What follows belongs to an exercise in optimizing a design on an open flow for small area and a short achievable clock period; a production flow would make more cautious choices.
Where RTL was checked, it was by simulation tests only, not by an equivalence proof against the original.
No activity file was given, so power comes from the tool's default toggle rates.

==> flow/design.v <==
`default_nettype none
package s4rf_pkg;
  localparam int MAX_REQUEST = 4096;
  localparam int POS_W       = $clog2(MAX_REQUEST + 1);
  localparam int HEADER_LEN  = 8;
  localparam int NUM_RULES   = 6;
  localparam int RULE_W      = 38;
  localparam logic [7:0] CMD_CONNECT = 8'd1;
  localparam logic [7:0] CMD_BIND    = 8'd2;
  localparam logic [7:0] REPLY_GRANT  = 8'd90;
  localparam logic [7:0] REPLY_REJECT = 8'd91;
  localparam int REPLY_BEATS = 8;
  localparam int BEAT_W      = $clog2(REPLY_BEATS);
  localparam int              CFG_IDX_W     = 3;
  localparam int              CFG_DATA_W    = RULE_W;
  localparam logic [CFG_IDX_W-1:0] CFG_BIND_PORT = 3'd0;
  localparam int              CFG_RULE_BASE = 1;
  typedef struct packed {
    logic        valid;
    logic        kind_bind;
    logic [3:0]  wild;
    logic [31:0] addr;
  } rule_t;
  typedef struct packed {
    logic        granted;
    logic        is4a;
    logic        is_bind;
    logic [15:0] port;
    logic [31:0] addr;
  } reply_t;
endpackage
`default_nettype wire
`default_nettype none
module socks4a_request_filter (
  input  wire logic        clk,
  input  wire logic        rst_n,
  input  wire logic        in_valid,
  output logic             in_ready,
  input  wire logic [7:0]  in_req_byte,
  input  wire logic        in_end_of_request,
  output logic             out_valid,
  input  wire logic        out_ready,
  output logic [7:0]       out_reply_byte,
  output logic             out_reply_final,
  output logic             out_granted,
  output logic             out_is_socks4a,
  output logic             out_is_bind,
  input  wire logic        cfg_valid,
  output logic             cfg_ready,
  input  wire logic [2:0]  cfg_index,
  input  wire logic [37:0] cfg_data
);
  logic [5:0]  rv;             
  logic [5:0]  rk;             
  logic [3:0]  rw [6];         
  logic [31:0] ra [6];         
  logic [15:0] bp;             
  logic        bpf;            
  logic [12:0] pos;
  logic        c1, c2;         
  logic [15:0] port;
  logic [31:0] addr;
  logic [1:0]  nul;
  logic        g7;             
  logic        rvld;
  logic        bsy;            
  logic        last;           
  logic        rg, r4a, rb;
  logic [15:0] rport;
  logic [31:0] raddr;
  assign cfg_ready = 1'b1;
  always_ff @(posedge clk) begin
    if (cfg_valid && cfg_index == 3'd0) bp <= cfg_data[15:0];
    if (!rst_n) bpf <= 1'b0;
    else if (cfg_valid && cfg_index == 3'd0) bpf <= 1'b1;
  end
  for (genvar i = 0; i < 6; i++) begin : g_rule
    always_ff @(posedge clk) begin
      if (cfg_valid && cfg_index == 3'(i + 1)) begin
        rk[i] <= cfg_data[36];
        rw[i] <= cfg_data[35:32];
        ra[i] <= cfg_data[31:0];
      end
      if (!rst_n) rv[i] <= 1'b0;
      else if (cfg_valid && cfg_index == 3'(i + 1)) rv[i] <= cfg_data[37];
    end
  end
  logic hdr;                   
  logic over;                  
  logic is1, is2, is3, is4, is5, is6, is7, ge7;
  assign hdr  = (pos[12:3] == 10'd0);
  assign over = pos[12];
  assign is1 = hdr && pos[2:0] == 3'd1;
  assign is2 = hdr && pos[2:0] == 3'd2;
  assign is3 = hdr && pos[2:0] == 3'd3;
  assign is4 = hdr && pos[2:0] == 3'd4;
  assign is5 = hdr && pos[2:0] == 3'd5;
  assign is6 = hdr && pos[2:0] == 3'd6;
  assign is7 = hdr && pos[2:0] == 3'd7;
  assign ge7 = !hdr || pos[2:0] == 3'd7;
  logic out_take, out_last, in_take, in_end, reply_ok, load;
  assign out_take  = rvld && out_ready;
  assign out_last  = out_take && last;
  assign in_ready  = !(in_end_of_request && (bsy || (last && !out_ready)));
  assign in_take   = in_valid && (!rvld || out_last || !in_end_of_request);
  assign in_end    = in_take && in_end_of_request;
  assign reply_ok  = ge7 && (c1 || c2);
  assign load      = in_end && reply_ok;
  always_ff @(posedge clk) begin
    if (is1) begin
      c1 <= (in_req_byte == 8'd1);
      c2 <= (in_req_byte == 8'd2);
    end
    if (is2) port[15:8]  <= in_req_byte;
    if (is3) port[7:0]   <= in_req_byte;
    if (is4) addr[31:24] <= in_req_byte;
    if (is5) addr[23:16] <= in_req_byte;
    if (is6) addr[15:8]  <= in_req_byte;
    if (is7) addr[7:0]   <= in_req_byte;
  end
  logic nul_byte;
  assign nul_byte = (in_req_byte == 8'd0) && !hdr && !over;
  always_ff @(posedge clk) begin
    if (!rst_n || in_end) begin
      pos <= '0;
      nul <= '0;
    end else if (in_take) begin
      if (!over) pos <= pos + 13'd1;
      if (nul_byte && nul != 2'd2) nul <= nul + 2'd1;
    end
  end
  logic [5:0] part, part_nx, hit;
  logic       none, g_in;
  for (genvar i = 0; i < 6; i++) begin : g_match
    assign part_nx[i] = rv[i] && (rk[i] ? c2 : c1) &&
                        (rw[i][0] || ra[i][31:24] == addr[31:24]) &&
                        (rw[i][1] || ra[i][23:16] == addr[23:16]) &&
                        (rw[i][2] || ra[i][15:8]  == in_req_byte);
    assign hit[i]     = part[i] && (rw[i][3] || ra[i][7:0] == in_req_byte);
  end
  assign none = !(|rv);
  assign g_in = (|hit) || none;
  always_ff @(posedge clk) begin
    if (is6) part <= part_nx;
  end
  always_ff @(posedge clk) begin
    if (is7) g7 <= g_in;
  end
  logic rep_en;
  assign rep_en = !rvld || out_last;
  always_ff @(posedge clk) begin
    if (rep_en) begin
      rg    <= is7 ? g_in : g7;
      r4a   <= (nul == 2'd2) || (nul == 2'd1 && nul_byte);
      rb    <= c2;
      rport <= port;
      raddr <= {addr[31:8], is7 ? in_req_byte : addr[7:0]};
    end
  end
  logic [7:0]  bt;
  logic [7:0]  ob, nb;
  logic [15:0] bpv;
  assign bpv  = bpf ? bp : 16'd0;
  assign last = bt[7];
  assign nb = ({8{bt[0]}} & {7'b0101101, !rg}) |
              ({8{bt[1]}} & (rb ? bpv[15:8] : rport[15:8])) |
              ({8{bt[2]}} & (rb ? bpv[7:0]  : rport[7:0])) |
              ({8{bt[3] && !rb}} & raddr[31:24]) |
              ({8{bt[4] && !rb}} & raddr[23:16]) |
              ({8{bt[5] && !rb}} & raddr[15:8]) |
              ({8{bt[6] && !rb}} & raddr[7:0]);
  always_ff @(posedge clk) begin
    if (!rst_n) begin
      rvld <= 1'b0;
      bsy  <= 1'b0;
      bt   <= 8'd1;
      ob   <= '0;
    end else begin
      rvld <= load || (rvld && !out_last);
      bsy  <= load || (bsy && !(out_take && bt[6]));
      if (out_take) begin
        bt <= {bt[6:0], bt[7]};
        ob <= nb;
      end
    end
  end
  assign out_valid       = rvld;
  assign out_reply_byte  = ob;
  assign out_reply_final = last;
  assign out_granted     = rg;
  assign out_is_socks4a  = r4a;
  assign out_is_bind     = rb;
endmodule
`default_nettype wire
==> flow/config.mk <==
export PLATFORM = sky130hd
export DESIGN_NAME = socks4a_request_filter
export DESIGN_NICKNAME = socks4a_request_filter
export VERILOG_FILES = /design/flow/design.v
export SDC_FILE = /design/flow/constraint.sdc
export NUM_CORES = 4
export LEC_CHECK = 0
export CAP_MARGIN = 10
export CORE_MARGIN = 2
export CORE_UTILIZATION = 40
export PLACE_DENSITY = 0.6
export SETUP_SLACK_MARGIN = 2.3
export SLEW_MARGIN = 10
==> flow/constraint.sdc <==
create_clock -name core_clock -period 4.5 [get_ports {clk}]
set_input_delay 0.9000 -clock core_clock [delete_from_list [all_inputs] [get_ports {clk}]]
set_output_delay 0.9000 -clock core_clock [all_outputs]
set_load 0.01 [all_outputs]
standard.sh (not shown) runs the stock make flow with config.mk's settings and CLKGATE_MAP_FILE= SYNTH_SCRIPT=/design/flow/synth_recipe.tcl, a recipe that flattens the netlist after the stock synthesis.
==> flow/flow/run.sh <==
#!/bin/bash
# The standard layout (the standard.sh: standard synthesis, floorplan,
# placement, CTS, routing), with two changes:
#  - the port buffers that global placement inserts on every input and output
#    are sky130_fd_sc_hd__buf_2 instead of the delay-buffer cell that
#    buffer_ports picks on its own;
#  - clock tree synthesis uses larger sink clusters and no dummy loads.
set -uo pipefail
bash standard.sh "BUFFER_PORTS_ARGS=-buffer_cell sky130_fd_sc_hd__buf_2" \
  "CTS_ARGS=-sink_clustering_enable -repair_clock_nets -dont_use_dummy_load -buf_list sky130_fd_sc_hd__clkbuf_8 -sink_clustering_size 16 -sink_clustering_max_diameter 50" \
  finish > standard.log 2>&1
The starting point ran to the end with no violations.
==> next run, changes <==
--- a/flow/design.v
+++ b/flow/design.v
@@ -60,13 +60,12 @@
   logic        c1, c2;         
   logic [15:0] port;
   logic [31:0] addr;
   logic [1:0]  nul;
   logic        g7;             
   logic        rvld;
-  logic        bsy;            
   logic        last;           
   logic        rg, r4a, rb;
   logic [15:0] rport;
   logic [31:0] raddr;
   assign cfg_ready = 1'b1;
   always_ff @(posedge clk) begin
@@ -98,14 +97,14 @@
   assign is6 = hdr && pos[2:0] == 3'd6;
   assign is7 = hdr && pos[2:0] == 3'd7;
   assign ge7 = !hdr || pos[2:0] == 3'd7;
   logic out_take, out_last, in_take, in_end, reply_ok, load;
   assign out_take  = rvld && out_ready;
   assign out_last  = out_take && last;
-  assign in_ready  = !(in_end_of_request && (bsy || (last && !out_ready)));
-  assign in_take   = in_valid && (!rvld || out_last || !in_end_of_request);
+  assign in_ready  = !rvld || out_last || !in_end_of_request;
+  assign in_take   = in_valid && in_ready;
   assign in_end    = in_take && in_end_of_request;
   assign reply_ok  = ge7 && (c1 || c2);
   assign load      = in_end && reply_ok;
   always_ff @(posedge clk) begin
     if (is1) begin
       c1 <= (in_req_byte == 8'd1);
@@ -169,18 +168,16 @@
               ({8{bt[4] && !rb}} & raddr[23:16]) |
               ({8{bt[5] && !rb}} & raddr[15:8]) |
               ({8{bt[6] && !rb}} & raddr[7:0]);
   always_ff @(posedge clk) begin
     if (!rst_n) begin
       rvld <= 1'b0;
-      bsy  <= 1'b0;
       bt   <= 8'd1;
       ob   <= '0;
     end else begin
       rvld <= load || (rvld && !out_last);
-      bsy  <= load || (bsy && !(out_take && bt[6]));
       if (out_take) begin
         bt <= {bt[6:0], bt[7]};
         ob <= nb;
       end
     end
   end
=> Die area went down by 0.82%; maximum frequency went down by 1.1%; worst setup slack loses 0.025 ns; total power went down by 0.35%; clock power stays flat; wire length went up by 4.6%; final area went down by 0.60%; sequential cell count went down by 1; sequential share of layout area went up by 0.28 points; global-route usage went up by 0.82 points; synthesized cell count went down by 0.52%; synthesized area went down by 0.83%; clock-buffer cell count went down by 1; via count went up by 0.83%.
Only the layout flow was run in the first run of this note; the RTL was not checked for function there.

========
Setup of 08-21:
RTL: the design.v shown in full above, as it stands there.
Settings: LEC_CHECK=0, CAP_MARGIN=20, CORE_MARGIN=2, CORE_UTILIZATION=40, PLACE_DENSITY=0.6, SETUP_SLACK_MARGIN=2.3, SLEW_MARGIN=20; clock period 4.5 ns.
Scripts as last shown in full above: flow/flow/run.sh
## Diff of input files: 09-23 against 08-21
--- a/flow/design.v
+++ b/flow/design.v
@@ -99,13 +99,13 @@
   assign is7 = hdr && pos[2:0] == 3'd7;
   assign ge7 = !hdr || pos[2:0] == 3'd7;
   logic out_take, out_last, in_take, in_end, reply_ok, load;
   assign out_take  = rvld && out_ready;
   assign out_last  = out_take && last;
   assign in_ready  = !(in_end_of_request && (bsy || (last && !out_ready)));
-  assign in_take   = in_valid && (!rvld || out_last || !in_end_of_request);
+  assign in_take   = in_valid && in_ready;
   assign in_end    = in_take && in_end_of_request;
   assign reply_ok  = ge7 && (c1 || c2);
   assign load      = in_end && reply_ok;
   always_ff @(posedge clk) begin
     if (is1) begin
       c1 <= (in_req_byte == 8'd1);
[summary]
- Compared 09-23 against 08-21; clock power within noise.
- 09-23 vs. 08-21: count of mapped cells out of synthesis went up by about 0.3%.
- Delta (09-23 minus 08-21): placed cell count closely matched the old numbers, count of clock-net buffers in the final layout decreased by 2.6% relative to the old numbers.
- Diff 09-23 and 08-21: final area higher in 09-23
No functional check of the RTL was part of any run of this note.

========
blue:
// socks4a_request_filter: RTL as listed in full above, without the edits since
clock: 4.5 ns
lec_check: 0
cap_margin: 20
core_margin: 2
core_utilization: 40
place_density: 0.6
setup_slack_margin: 2.3
slew_margin: 20
==> flow/flow/run.sh <==
#!/bin/bash
# The standard layout (the standard.sh: standard synthesis, floorplan,
# placement, CTS, routing), with two changes:
#  - the port buffers that global placement inserts on every input and output
#    are sky130_fd_sc_hd__buf_2 instead of the delay-buffer cell that
#    buffer_ports picks on its own;
#  - clock tree synthesis uses larger sink clusters and no dummy loads.
set -uo pipefail
bash standard.sh "BUFFER_PORTS_ARGS=-buffer_cell sky130_fd_sc_hd__buf_2" \
  "CTS_ARGS=-sink_clustering_enable -repair_clock_nets -dont_use_dummy_load -buf_list sky130_fd_sc_hd__clkbuf_8 -sink_clustering_size 20 -sink_clustering_max_diameter 60" \
  finish > standard.log 2>&1
blue did not stop at any stage, and its layout met the timing, DRC and antenna checks.
> inputs changed (blue -> red)
-- flow/design.v --
<<< blue, line 64
  logic        g7;             
  logic        rvld;
  logic        bsy;            
  logic        last;           
  logic        rg, r4a, rb;
>>> red, line 64
  logic        g7;             
  logic        rvld;
  logic        last;           
  logic        rg, r4a, rb;
<<< blue, line 102
  assign out_take  = rvld && out_ready;
  assign out_last  = out_take && last;
  assign in_ready  = !(in_end_of_request && (bsy || (last && !out_ready)));
  assign in_take   = in_valid && (!rvld || out_last || !in_end_of_request);
  assign in_end    = in_take && in_end_of_request;
  assign reply_ok  = ge7 && (c1 || c2);
>>> red, line 101
  assign out_take  = rvld && out_ready;
  assign out_last  = out_take && last;
  assign in_ready  = !rvld || out_last || !in_end_of_request;
  assign in_take   = in_valid && in_ready;
  assign in_end    = in_take && in_end_of_request;
  assign reply_ok  = ge7 && (c1 || c2);
<<< blue, line 173
    if (!rst_n) begin
      rvld <= 1'b0;
      bsy  <= 1'b0;
      bt   <= 8'd1;
      ob   <= '0;
    end else begin
      rvld <= load || (rvld && !out_last);
      bsy  <= load || (bsy && !(out_take && bt[6]));
      if (out_take) begin
        bt <= {bt[6:0], bt[7]};
>>> red, line 172
    if (!rst_n) begin
      rvld <= 1'b0;
      bt   <= 8'd1;
      ob   <= '0;
    end else begin
      rvld <= load || (rvld && !out_last);
      if (out_take) begin
        bt <= {bt[6:0], bt[7]};
Results
red: via count of the first global-routing pass is 188 higher than what blue reported.
| final core utilization | red vs blue | ≈ equal |
Going from blue to red, total power of the final layout shrank slightly.
Delta (red minus blue): flip-flop and latch count barely changed; non-clock inverter instance count of the final layout climbed 1.
red vs. blue: final instance area decreased 0.55%; net count of the finished layout decreased 4; worst slew margin relative to its limit increased 4.7 points; initial core utilization essentially unchanged; core region area decreased 0.47%.
The RTL of blue was laid out without a check of its function.

========
socks4a_request_filter with an RTL version that a note above also has.
Size in the first run: roughly 960 cells after synthesis, ~390 flip-flops, about 0.015 mm2 of cells after synthesis.
==> module socks4a_request_filter, before the edit <==
module socks4a_request_filter (
  input  wire logic        clk,
  input  wire logic        rst_n,
  input  wire logic        in_valid,
  output logic             in_ready,
  input  wire logic [7:0]  in_req_byte,
  input  wire logic        in_end_of_request,
  output logic             out_valid,
  input  wire logic        out_ready,
  output logic [7:0]       out_reply_byte,
  output logic             out_reply_final,
  output logic             out_granted,
  output logic             out_is_socks4a,
  output logic             out_is_bind,
  input  wire logic        cfg_valid,
  output logic             cfg_ready,
  input  wire logic [2:0]  cfg_index,
  input  wire logic [37:0] cfg_data
);
  logic [5:0]  rv;             
  logic [5:0]  rk;             
  logic [3:0]  rw [6];         
  logic [31:0] ra [6];         
  logic [15:0] bp;             
  logic        bpf;            
  logic [12:0] pos;
  logic        c1, c2;         
  logic [15:0] port;
  logic [31:0] addr;
  logic [1:0]  nul;
  logic        g7;             
  logic        rvld;
  logic        last;           
  logic        rg, r4a, rb;
  logic [15:0] rport;
  logic [31:0] raddr;
  assign cfg_ready = 1'b1;
  always_ff @(posedge clk) begin
    if (cfg_valid && cfg_index == 3'd0) bp <= cfg_data[15:0];
    if (!rst_n) bpf <= 1'b0;
    else if (cfg_valid && cfg_index == 3'd0) bpf <= 1'b1;
  end
  for (genvar i = 0; i < 6; i++) begin : g_rule
    always_ff @(posedge clk) begin
      if (cfg_valid && cfg_index == 3'(i + 1)) begin
        rk[i] <= cfg_data[36];
        rw[i] <= cfg_data[35:32];
        ra[i] <= cfg_data[31:0];
      end
      if (!rst_n) rv[i] <= 1'b0;
      else if (cfg_valid && cfg_index == 3'(i + 1)) rv[i] <= cfg_data[37];
    end
  end
  logic hdr;                   
  logic over;                  
  logic is1, is2, is3, is4, is5, is6, is7, ge7;
  assign hdr  = (pos[12:3] == 10'd0);
  assign over = pos[12];
  assign is1 = hdr && pos[2:0] == 3'd1;
  assign is2 = hdr && pos[2:0] == 3'd2;
  assign is3 = hdr && pos[2:0] == 3'd3;
  assign is4 = hdr && pos[2:0] == 3'd4;
  assign is5 = hdr && pos[2:0] == 3'd5;
  assign is6 = hdr && pos[2:0] == 3'd6;
  assign is7 = hdr && pos[2:0] == 3'd7;
  assign ge7 = !hdr || pos[2:0] == 3'd7;
  logic out_take, out_last, in_take, in_end, reply_ok, load;
  assign out_take  = rvld && out_ready;
  assign out_last  = out_take && last;
  assign in_ready  = !rvld || out_last || !in_end_of_request;
  assign in_take   = in_valid && in_ready;
  assign in_end    = in_take && in_end_of_request;
  assign reply_ok  = ge7 && (c1 || c2);
  assign load      = in_end && reply_ok;
  always_ff @(posedge clk) begin
    if (is1) begin
      c1 <= (in_req_byte == 8'd1);
      c2 <= (in_req_byte == 8'd2);
    end
    if (is2) port[15:8]  <= in_req_byte;
    if (is3) port[7:0]   <= in_req_byte;
    if (is4) addr[31:24] <= in_req_byte;
    if (is5) addr[23:16] <= in_req_byte;
    if (is6) addr[15:8]  <= in_req_byte;
    if (is7) addr[7:0]   <= in_req_byte;
  end
  logic nul_byte;
  assign nul_byte = (in_req_byte == 8'd0) && !hdr && !over;
  always_ff @(posedge clk) begin
    if (!rst_n || in_end) begin
      pos <= '0;
      nul <= '0;
    end else if (in_take) begin
      if (!over) pos <= pos + 13'd1;
      if (nul_byte && nul != 2'd2) nul <= nul + 2'd1;
    end
  end
  logic [5:0] part, part_nx, hit;
  logic       none, g_in;
  for (genvar i = 0; i < 6; i++) begin : g_match
    assign part_nx[i] = rv[i] && (rk[i] ? c2 : c1) &&
                        (rw[i][0] || ra[i][31:24] == addr[31:24]) &&
                        (rw[i][1] || ra[i][23:16] == addr[23:16]) &&
                        (rw[i][2] || ra[i][15:8]  == in_req_byte);
    assign hit[i]     = part[i] && (rw[i][3] || ra[i][7:0] == in_req_byte);
  end
  assign none = !(|rv);
  assign g_in = (|hit) || none;
  always_ff @(posedge clk) begin
    if (is6) part <= part_nx;
  end
  always_ff @(posedge clk) begin
    if (is7) g7 <= g_in;
  end
  logic rep_en;
  assign rep_en = !rvld || out_last;
  always_ff @(posedge clk) begin
    if (rep_en) begin
      rg    <= is7 ? g_in : g7;
      r4a   <= (nul == 2'd2) || (nul == 2'd1 && nul_byte);
      rb    <= c2;
      rport <= port;
      raddr <= {addr[31:8], is7 ? in_req_byte : addr[7:0]};
    end
  end
  logic [7:0]  bt;
  logic [7:0]  ob, nb;
  logic [15:0] bpv;
  assign bpv  = bpf ? bp : 16'd0;
  assign last = bt[7];
  assign nb = ({8{bt[0]}} & {7'b0101101, !rg}) |
              ({8{bt[1]}} & (rb ? bpv[15:8] : rport[15:8])) |
              ({8{bt[2]}} & (rb ? bpv[7:0]  : rport[7:0])) |
              ({8{bt[3] && !rb}} & raddr[31:24]) |
              ({8{bt[4] && !rb}} & raddr[23:16]) |
              ({8{bt[5] && !rb}} & raddr[15:8]) |
              ({8{bt[6] && !rb}} & raddr[7:0]);
  always_ff @(posedge clk) begin
    if (!rst_n) begin
      rvld <= 1'b0;
      bt   <= 8'd1;
      ob   <= '0;
    end else begin
      rvld <= load || (rvld && !out_last);
      if (out_take) begin
        bt <= {bt[6:0], bt[7]};
        ob <= nb;
      end
    end
  end
  assign out_valid       = rvld;
  assign out_reply_byte  = ob;
  assign out_reply_final = last;
  assign out_granted     = rg;
  assign out_is_socks4a  = r4a;
  assign out_is_bind     = rb;
endmodule
==> flow/config.mk <==
export PLATFORM = sky130hd
export DESIGN_NAME = socks4a_request_filter
export DESIGN_NICKNAME = socks4a_request_filter
export VERILOG_FILES = /design/flow/design.v
export SDC_FILE = /design/flow/constraint.sdc
export NUM_CORES = 4
export LEC_CHECK = 0
export CAP_MARGIN = 20
export CORE_MARGIN = 2
export CORE_UTILIZATION = 40
export PLACE_DENSITY = 0.6
export SETUP_SLACK_MARGIN = 2.3
export SLEW_MARGIN = 20
==> flow/constraint.sdc <==
create_clock -name core_clock -period 4.5 [get_ports {clk}]
set_input_delay 0.9000 -clock core_clock [delete_from_list [all_inputs] [get_ports {clk}]]
set_output_delay 0.9000 -clock core_clock [all_outputs]
set_load 0.01 [all_outputs]
==> flow/flow/run.sh <==
#!/bin/bash
# The standard layout (the standard.sh: standard synthesis, floorplan,
# placement, CTS, routing), with two changes:
#  - the port buffers that global placement inserts on every input and output
#    are sky130_fd_sc_hd__buf_2 instead of the delay-buffer cell that
#    buffer_ports picks on its own;
#  - clock tree synthesis uses larger sink clusters and no dummy loads.
set -uo pipefail
bash standard.sh "BUFFER_PORTS_ARGS=-buffer_cell sky130_fd_sc_hd__buf_2" \
  "CTS_ARGS=-sink_clustering_enable -repair_clock_nets -dont_use_dummy_load -buf_list sky130_fd_sc_hd__clkbuf_8 -sink_clustering_size 16 -sink_clustering_max_diameter 50" \
  finish > standard.log 2>&1
Change:
--- a/flow/design.v
+++ b/flow/design.v
@@ -62,10 +62,11 @@
   logic [31:0] addr;
   logic [1:0]  nul;
   logic        g7;             
   logic        rvld;
   logic        last;           
+  logic [2:0]  beat;
   logic        rg, r4a, rb;
   logic [15:0] rport;
   logic [31:0] raddr;
   assign cfg_ready = 1'b1;
   always_ff @(posedge clk) begin
@@ -150,36 +151,39 @@
   always_ff @(posedge clk) begin
     if (rep_en) begin
       rg    <= is7 ? g_in : g7;
       r4a   <= (nul == 2'd2) || (nul == 2'd1 && nul_byte);
       rb    <= c2;
-      rport <= port;
+      rport <= c2 ? (bpf ? bp : 16'd0) : port;
       raddr <= {addr[31:8], is7 ? in_req_byte : addr[7:0]};
     end
   end
-  logic [7:0]  bt;
-  logic [7:0]  ob, nb;
-  logic [15:0] bpv;
-  assign bpv  = bpf ? bp : 16'd0;
-  assign last = bt[7];
-  assign nb = ({8{bt[0]}} & {7'b0101101, !rg}) |
-              ({8{bt[1]}} & (rb ? bpv[15:8] : rport[15:8])) |
-              ({8{bt[2]}} & (rb ? bpv[7:0]  : rport[7:0])) |
-              ({8{bt[3] && !rb}} & raddr[31:24]) |
-              ({8{bt[4] && !rb}} & raddr[23:16]) |
-              ({8{bt[5] && !rb}} & raddr[15:8]) |
-              ({8{bt[6] && !rb}} & raddr[7:0]);
+  logic [7:0] ob, nb;
+  always_comb begin
+    case (beat)
+      3'd7:    nb = 8'd0;
+      3'd0:    nb = {7'b0101101, !rg};
+      3'd1:    nb = rport[15:8];
+      3'd2:    nb = rport[7:0];
+      3'd3:    nb = rb ? 8'd0 : raddr[31:24];
+      3'd4:    nb = rb ? 8'd0 : raddr[23:16];
+      3'd5:    nb = rb ? 8'd0 : raddr[15:8];
+      default: nb = rb ? 8'd0 : raddr[7:0];
+    endcase
+  end
   always_ff @(posedge clk) begin
     if (!rst_n) begin
       rvld <= 1'b0;
-      bt   <= 8'd1;
+      beat <= '0;
+      last <= 1'b0;
       ob   <= '0;
     end else begin
       rvld <= load || (rvld && !out_last);
       if (out_take) begin
-        bt <= {bt[6:0], bt[7]};
-        ob <= nb;
+        beat <= beat + 3'd1;
+        last <= (beat == 3'd6);
+        ob   <= nb;
       end
     end
   end
   assign out_valid       = rvld;
   assign out_reply_byte  = ob;
Effect: The changed run ran to the end with no violations. Power falls by 1.3%. Core utilization rises by 0.24 points. Final cell count rises by 4.2%. First-iteration DRC count falls by 12%. Critical path depth does not change. Synthesized area rises by 0.65%. Non-clock buffer count falls by 3.

afterwards: timing with drivers on the ports:
How much do the figures lean on ideal ports? The routed layouts below were timed once more, with nothing changed but the port constraints. Step 1: set_driving_cell puts a clkbuf_16 on clk and a buf_2 on each other input, an assumption about the parent block. Step 2 times the ports against the registers' clock, not the clock port: input delays grow and output delays shrink by t, the midpoint of the rising clock arrivals with the driver on. Slacks: ideal / step 1 / step 2; pairs: ideal / step 1.
run | t (ns) | setup WS [ns] | worst hold slack (ns) | worst setup path at the end | latest minus earliest clock arrival (ns)
the first run of note 1 | 0.593 | 2.316 / 2.275 / 1.741 | 0.413 / 0.413 / 0.413 | input to register | 0.062 / 0.062
the second run of note 1 | 0.574 | 2.291 / 2.253 / 1.765 | 0.414 / 0.414 / 0.414 | input to register | 0.041 / 0.041
08-21 | 0.611 | 2.314 / 2.279 / 1.712 | 0.406 / 0.406 / 0.406 | input to register | 0.084 / 0.083
09-23 | 0.593 | 2.272 / 2.265 / 1.679 | 0.389 / 0.389 / 0.389 | input to register | 0.091 / 0.091
blue | 0.657 | 2.263 / 2.240 / 1.702 | 0.403 / 0.403 / 0.403 | input to register | 0.068 / 0.069
red | 0.625 | 2.245 / 2.227 / 1.734 | 0.425 / 0.425 / 0.425 | input to register | 0.048 / 0.048
the first run of note 4 | 0.580 | 2.287 / 2.250 / 1.760 | 0.390 / 0.390 / 0.390 | input to register | 0.055 / 0.055
the second run of note 4 | 0.582 | 2.281 / 2.241 / 1.836 | 0.425 / 0.425 / 0.425 | input to register | 0.088 / 0.088
After both steps setup and hold are still met in every run listed. The setup slack of 08-21, which loses most, moves by -0.035 ns with the drivers and by -0.602 ns with both steps.
